Background: an optimization exercise with open tools, aiming at small area. Do not read the settings as production practice.
Where RTL was checked, it was by simulation tests only, not by an equivalence proof against the original.
Power figures rest on the tool's default switching activity, not on a simulated workload.

==> inputs of trial 40 <==
## reg_file_sb
module reg_file_sb #(
    parameter int DATA_W   = 32,
    parameter int ADDR_W   = 5,
    parameter int NUM_RD   = 2,
    parameter int BYPASS   = 1,
    parameter int ZERO_REG = 1
) (
    input  logic                     clk,
    input  logic                     rst,
    input  logic [NUM_RD*ADDR_W-1:0] rd_addr,
    output logic [NUM_RD*DATA_W-1:0] rd_data,
    output logic [NUM_RD-1:0]        rd_busy,
    input  logic                     wr_en,
    input  logic [ADDR_W-1:0]        wr_addr,
    input  logic [DATA_W-1:0]        wr_data,
    input  logic                     rsv_en,
    input  logic [ADDR_W-1:0]        rsv_addr,
    output logic                     rsv_ok,
    output logic [ADDR_W:0]          busy_cnt
);
    localparam int DEPTH = 1 << ADDR_W;
    logic [DATA_W-1:0] regs  [1:DEPTH-1];
    logic [DEPTH-1:1]  valid;
    logic [DEPTH-1:1]  busy;
    logic [DEPTH-1:1] wr_sel;
    logic [DEPTH-1:1] rsv_sel;
    always_comb begin
        for (int r = 1; r < DEPTH; r++) begin
            wr_sel[r]  = wr_en  && (wr_addr  == ADDR_W'(r));
            rsv_sel[r] = rsv_en && (rsv_addr == ADDR_W'(r));
        end
    end
    logic rsv_busy;     
    logic wr_busy;      
    assign rsv_busy = |(rsv_sel & busy & ~wr_sel);
    assign wr_busy  = |(wr_sel & busy);
    assign rsv_ok = rsv_en && !rsv_busy;
    logic [DEPTH-1:1] busy_set;
    assign busy_set = rsv_sel & ~(busy & ~wr_sel);    
    logic cnt_inc, cnt_dec;
    assign cnt_inc = |(rsv_sel & ~busy);
    assign cnt_dec = |(wr_sel & busy & ~rsv_sel);
    always_ff @(posedge clk or negedge rst) begin
        if (!rst) begin
            valid    <= '0;
  ...
==> module reg_file_sb, before the edit <==
module reg_file_sb #(
    parameter int DATA_W   = 32,
    parameter int ADDR_W   = 5,
    parameter int NUM_RD   = 2,
    parameter int BYPASS   = 1,
    parameter int ZERO_REG = 1
) (
    input  logic                     clk,
    input  logic                     rst,
    input  logic [NUM_RD*ADDR_W-1:0] rd_addr,
    output logic [NUM_RD*DATA_W-1:0] rd_data,
    output logic [NUM_RD-1:0]        rd_busy,
    input  logic                     wr_en,
    input  logic [ADDR_W-1:0]        wr_addr,
    input  logic [DATA_W-1:0]        wr_data,
    input  logic                     rsv_en,
    input  logic [ADDR_W-1:0]        rsv_addr,
    output logic                     rsv_ok,
    output logic [ADDR_W:0]          busy_cnt
);
    localparam int DEPTH = 1 << ADDR_W;
    logic [DATA_W-1:0] regs  [1:DEPTH-1];
    logic [DEPTH-1:1]  valid;
    logic [DEPTH-1:1]  busy;
    logic [DEPTH-1:1] wr_sel;
    logic [DEPTH-1:1] rsv_sel;
    always_comb begin
        for (int r = 1; r < DEPTH; r++) begin
            wr_sel[r]  = wr_en  && (wr_addr  == ADDR_W'(r));
            rsv_sel[r] = rsv_en && (rsv_addr == ADDR_W'(r));
        end
    end
    logic rsv_busy;     
    logic wr_busy;      
    assign rsv_busy = |(rsv_sel & busy & ~wr_sel);
    assign wr_busy  = |(wr_sel & busy);
    assign rsv_ok = rsv_en && !rsv_busy;
    logic [DEPTH-1:1] busy_set;
    assign busy_set = rsv_sel & ~(busy & ~wr_sel);    
    logic cnt_inc, cnt_dec;
    assign cnt_inc = |(rsv_sel & ~busy);
    assign cnt_dec = |(wr_sel & busy & ~rsv_sel);
    always_ff @(posedge clk or negedge rst) begin
        if (!rst) begin
            valid    <= '0;
            busy     <= '0;
            busy_cnt <= '0;
        end else begin
            valid    <= valid | wr_sel;
            busy     <= (busy & ~wr_sel) | busy_set;
            if (cnt_inc != cnt_dec)
                busy_cnt <= cnt_inc ? busy_cnt + 1'b1 : busy_cnt - 1'b1;
        end
    end
    always_ff @(posedge clk) begin
        for (int r = 1; r < DEPTH; r++)
            if (wr_sel[r]) regs[r] <= wr_data;
    end
    for (genvar k = 0; k < NUM_RD; k++) begin : g_rd
        logic [ADDR_W-1:0] addr;
        logic              is_fwd;
        logic [DEPTH-1:1]  hit;
        logic [DEPTH-1:1]  dsel;
        logic [DATA_W-1:0] acc;
        assign addr   = rd_addr[k*ADDR_W +: ADDR_W];
        assign is_fwd = wr_en && wr_addr != '0 && wr_addr == addr;
        always_comb begin
            for (int r = 1; r < DEPTH; r++) begin
                hit[r]  = !is_fwd && (addr == ADDR_W'(r));
                dsel[r] = hit[r] && valid[r];
            end
            acc = {DATA_W{is_fwd}} & wr_data;
            for (int r = 1; r < DEPTH; r++)
                acc = acc | ({DATA_W{dsel[r]}} & regs[r]);
        end
        assign rd_data[k*DATA_W +: DATA_W] = acc;
        assign rd_busy[k] = |(hit & busy);
    end
endmodule
==> flow/config.mk <==
export PLATFORM = sky130hd
export DESIGN_NAME = reg_file_sb
export DESIGN_NICKNAME = reg_file_sb
export VERILOG_FILES = /design/flow/design.v
export SDC_FILE = /design/flow/constraint.sdc
export NUM_CORES = 4
export LEC_CHECK = 0
export ABC_AREA = 1
export CAP_MARGIN = 20
export CORE_MARGIN = 2
export CORE_UTILIZATION = 60
export SLEW_MARGIN = 20
==> flow/constraint.sdc <==
create_clock -name core_clock -period 7.0 [get_ports {clk}]
set_input_delay 1.4000 -clock core_clock [delete_from_list [all_inputs] [get_ports {clk}]]
set_output_delay 1.4000 -clock core_clock [all_outputs]
set_load 0.01 [all_outputs]
run.sh (not shown) runs the stock make flow with config.mk's settings and CLKGATE_MAP_FILE= SYNTH_SCRIPT=/design/flow/synth_recipe.tcl, a recipe that flattens the netlist after the stock synthesis.
==> inputs of build 3, as changes to trial 40 <==
==> flow/design.v (replaced) <==
module reg_file_sb #(
    parameter int DATA_W   = 32,
    parameter int ADDR_W   = 5,
    parameter int NUM_RD   = 2,
    parameter int BYPASS   = 1,
    parameter int ZERO_REG = 1
) (
    input  logic                     clk,
    input  logic                     rst,
    input  logic [NUM_RD*ADDR_W-1:0] rd_addr,
    output logic [NUM_RD*DATA_W-1:0] rd_data,
    output logic [NUM_RD-1:0]        rd_busy,
    input  logic                     wr_en,
    input  logic [ADDR_W-1:0]        wr_addr,
    input  logic [DATA_W-1:0]        wr_data,
    input  logic                     rsv_en,
    input  logic [ADDR_W-1:0]        rsv_addr,
    output logic                     rsv_ok,
    output logic [ADDR_W:0]          busy_cnt
);
    localparam int DEPTH = 1 << ADDR_W;
    logic [DATA_W-1:0] regs  [1:DEPTH-1];
    logic [DEPTH-1:1]  valid;
    logic [DEPTH-1:1]  busy;
    logic [DEPTH-1:1] wr_sel;
    logic [DEPTH-1:1] rsv_hit;
    always_comb begin
        for (int r = 1; r < DEPTH; r++) begin
            wr_sel[r]  = wr_en && (wr_addr == ADDR_W'(r));
            rsv_hit[r] = (rsv_addr == ADDR_W'(r));
        end
    end
    logic [DEPTH-1:1] rd_ok;
    logic [DEPTH-1:1] bz;
    assign rd_ok = valid & ~wr_sel;
    assign bz    = busy  & ~wr_sel;
    logic wr_live;      
    logic rsv_bz;       
    logic wr_b;         
    assign wr_live = wr_en && wr_addr != '0;
    assign rsv_bz  = |(rsv_hit & bz);
    assign wr_b    = |(wr_sel & busy);
    assign rsv_ok = rsv_en && !rsv_bz;
    logic cnt_inc, cnt_dec;
    assign cnt_inc = rsv_ok && rsv_addr != '0;
    assign cnt_dec = wr_b;
    always_ff @(posedge clk or negedge rst) begin
        if (!rst) begin
            valid    <= '0;
            busy     <= '0;
            busy_cnt <= '0;
        end else begin
            valid    <= valid | wr_sel;
            busy     <= bz | (rsv_hit & {(DEPTH-1){rsv_en}});
            if (cnt_inc != cnt_dec)
                busy_cnt <= cnt_inc ? busy_cnt + 1'b1 : busy_cnt - 1'b1;
        end
    end
    always_ff @(posedge clk) begin
        for (int r = 1; r < DEPTH; r++)
            if (wr_sel[r]) regs[r] <= wr_data;
    end
    for (genvar k = 0; k < NUM_RD; k++) begin : g_rd
        logic [ADDR_W-1:0] addr;
        logic [DEPTH-1:1]  hit;
        logic [DEPTH-1:0]  dsel;      
        assign addr = rd_addr[k*ADDR_W +: ADDR_W];
        always_comb begin
            for (int r = 1; r < DEPTH; r++) begin
                hit[r]  = (addr == ADDR_W'(r));
                dsel[r] = hit[r] && rd_ok[r];
            end
            dsel[0] = wr_live && wr_addr == addr;
        end
        for (genvar b = 0; b < DATA_W; b++) begin : g_bit
            logic [DEPTH-1:0] col;
            assign col[0] = wr_data[b];
            for (genvar r = 1; r < DEPTH; r++) begin : g_col
                assign col[r] = regs[r][b];
            end
            rf_and_or #(.N(DEPTH)) u_sel (.sel(dsel), .d(col), .y(rd_data[k*DATA_W + b]));
        end
        assign rd_busy[k] = |(hit & bz);
    end
endmodule
module rf_and_or #(
    parameter int N = 32
) (
    input  logic [N-1:0] sel,
    input  logic [N-1:0] d,
    output logic         y
);
    localparam int G = (N - 2) / 3;
    logic [G-1:0] n;
    logic         h;
    for (genvar g = 0; g < G; g++) begin : g_grp
        rf_aoi222 u_aoi (.s(sel[3*g +: 3]), .d(d[3*g +: 3]), .y(n[g]));
    end
    assign h = ~&n;
    rf_a221o u_last (.s(sel[N-2 +: 2]), .d(d[N-2 +: 2]), .c(h), .y(y));
endmodule
module rf_aoi222 (
    input  logic [2:0] s,
    input  logic [2:0] d,
    output logic       y
);
    assign y = ~|(s & d);
endmodule
module rf_a221o (
    input  logic [1:0] s,
    input  logic [1:0] d,
    input  logic       c,
    output logic       y
);
    assign y = |(s & d) | c;
endmodule
==> flow/flow/run.sh (new file) <==
#!/bin/bash
# The standard ORFS layout (standard.sh, unchanged synthesis), with two
# changes to how the layout is made:
#  - ports are buffered with buf_2 instead of the default delay-cell buffer;
#  - clock tree: clkbuf_8 only, small sink clusters, no dummy loads.
# The make output goes to flow_make.log; ORFS keeps each step's log under
# orfs/logs/.
set -euo pipefail
bash standard.sh \
  "BUFFER_PORTS_ARGS=-buffer_cell sky130_fd_sc_hd__buf_2" \
  "CTS_ARGS=-sink_clustering_enable -repair_clock_nets -dont_use_dummy_load -buf_list sky130_fd_sc_hd__clkbuf_8 -sink_clustering_size 14 -sink_clustering_max_diameter 50" \
  finish > flow_make.log 2>&1
==> flow/standard.sh (new file) <==
#!/bin/bash
# synth_recipe.tcl (not shown) runs the flow's synth.tcl, then flattens the netlist and writes it again
# the make line also repeats each setting of config.mk as NAME=value (left out here)
make -C /OpenROAD-flow-scripts/flow DESIGN_CONFIG=/design/flow/config.mk WORK_HOME=/design/flow/orfs CLKGATE_MAP_FILE= SYNTH_SCRIPT=/design/flow/synth_recipe.tcl "${@:-finish}"
Settings changed: ABC_AREA 1 to default, SYNTH_HIERARCHICAL from default to 1, SYNTH_MINIMUM_KEEP_SIZE from default to 0.
removed: flow/run.sh
==> notes <==
Of build 3 and trial 40, trial 40 has the higher cell area (gap about 21%, measured against trial 40). Flip-flop and latch count is the same in build 3 and trial 40. Setup slack: trial 40 is lower than build 3 (0.14 ns). Between build 3 and trial 40, the lower synthesized cell count is in build 3 (gap about 60%, measured against trial 40). In build 3 the combinational power is lower than in trial 40, by about 4%. Die area: trial 40 is higher than build 3 (23%). Final cell count: build 3 is smaller than trial 40 (50%). Global-route usage: build 3 is lower than trial 40 (4.5 points).
==> figures <==
| metric | trial 40 | build 3 |
|---|---|---|
| Met3 WL | 43560 um | 31400 um |
| HPWL Detailed | 133500 um | 95330 um |
| Initial cell density of the core | 60.52% | 60.64% |
| Area of combinational cells with multiple inputs | 0.01917 mm^2 | 0.01204 mm^2 |
| Run status | timing/DRC/antenna clean | timing/DRC/antenna clean |
| Number of cells on the worst reg-to-reg path | 19 | 14 |
| Count of non-CTS buffers in the layout | 331 | 246 |
| XOR/XNOR Fraction of Synth Area | 0.09841% | 0.3463% |
| Tightest slew margin relative to the limit | 18.38% | 12.42% |
| Power Combinational | 1.36 mW | 1.30 mW |
| Launch instance of the worst register-to-register path | busy[6] | busy[26] |
| Number of global-route vias before repair | 46324 | 33507 |
| Fraction of synthesized area in multiplexers | 0% | 0.4272% |
| End of the critical path | rd_data[13] | rd_data[20] |
| Tmin final | 6.681 ns | 6.537 ns |
| Final worst hold slack | 0.5040 ns | 0.4719 ns |
| P_leak | 25.61 nW | 15.30 nW |
Only the layout flow was run in trial 40; the RTL was not checked for function there.

==> what the ideal ports hide <==
The results above use ideal ports. As a check the final layouts listed here were re-extracted and re-timed, cells and wires unchanged.
Step 1 assumes that a clkbuf_16 drives the clock port and a buf_2 every other input.
Step 2 also shifts input and output timing later by t, the mid clock arrival at the registers, as if the neighbouring blocks saw the same clock.
a / b / c = no drivers / after step 1 / after step 2; a / b = the first two.
run	shift t [ns]	slack for setup (ns)	worst setup path at the end	slew at the worst register clock pin (ns)	cell pins on the clock port's net
trial 40	0.788	0.319 / 0.291 / 0.291	input to output	0.06 / 0.06	1
build 3	0.782	0.463 / 0.440 / 0.440	input to output	0.10 / 0.10	1
After both steps setup and hold are still met in every run listed. For trial 40, which loses most, drivers alone change the setup slack by -0.028 ns; drivers and shift together by -0.028 ns.
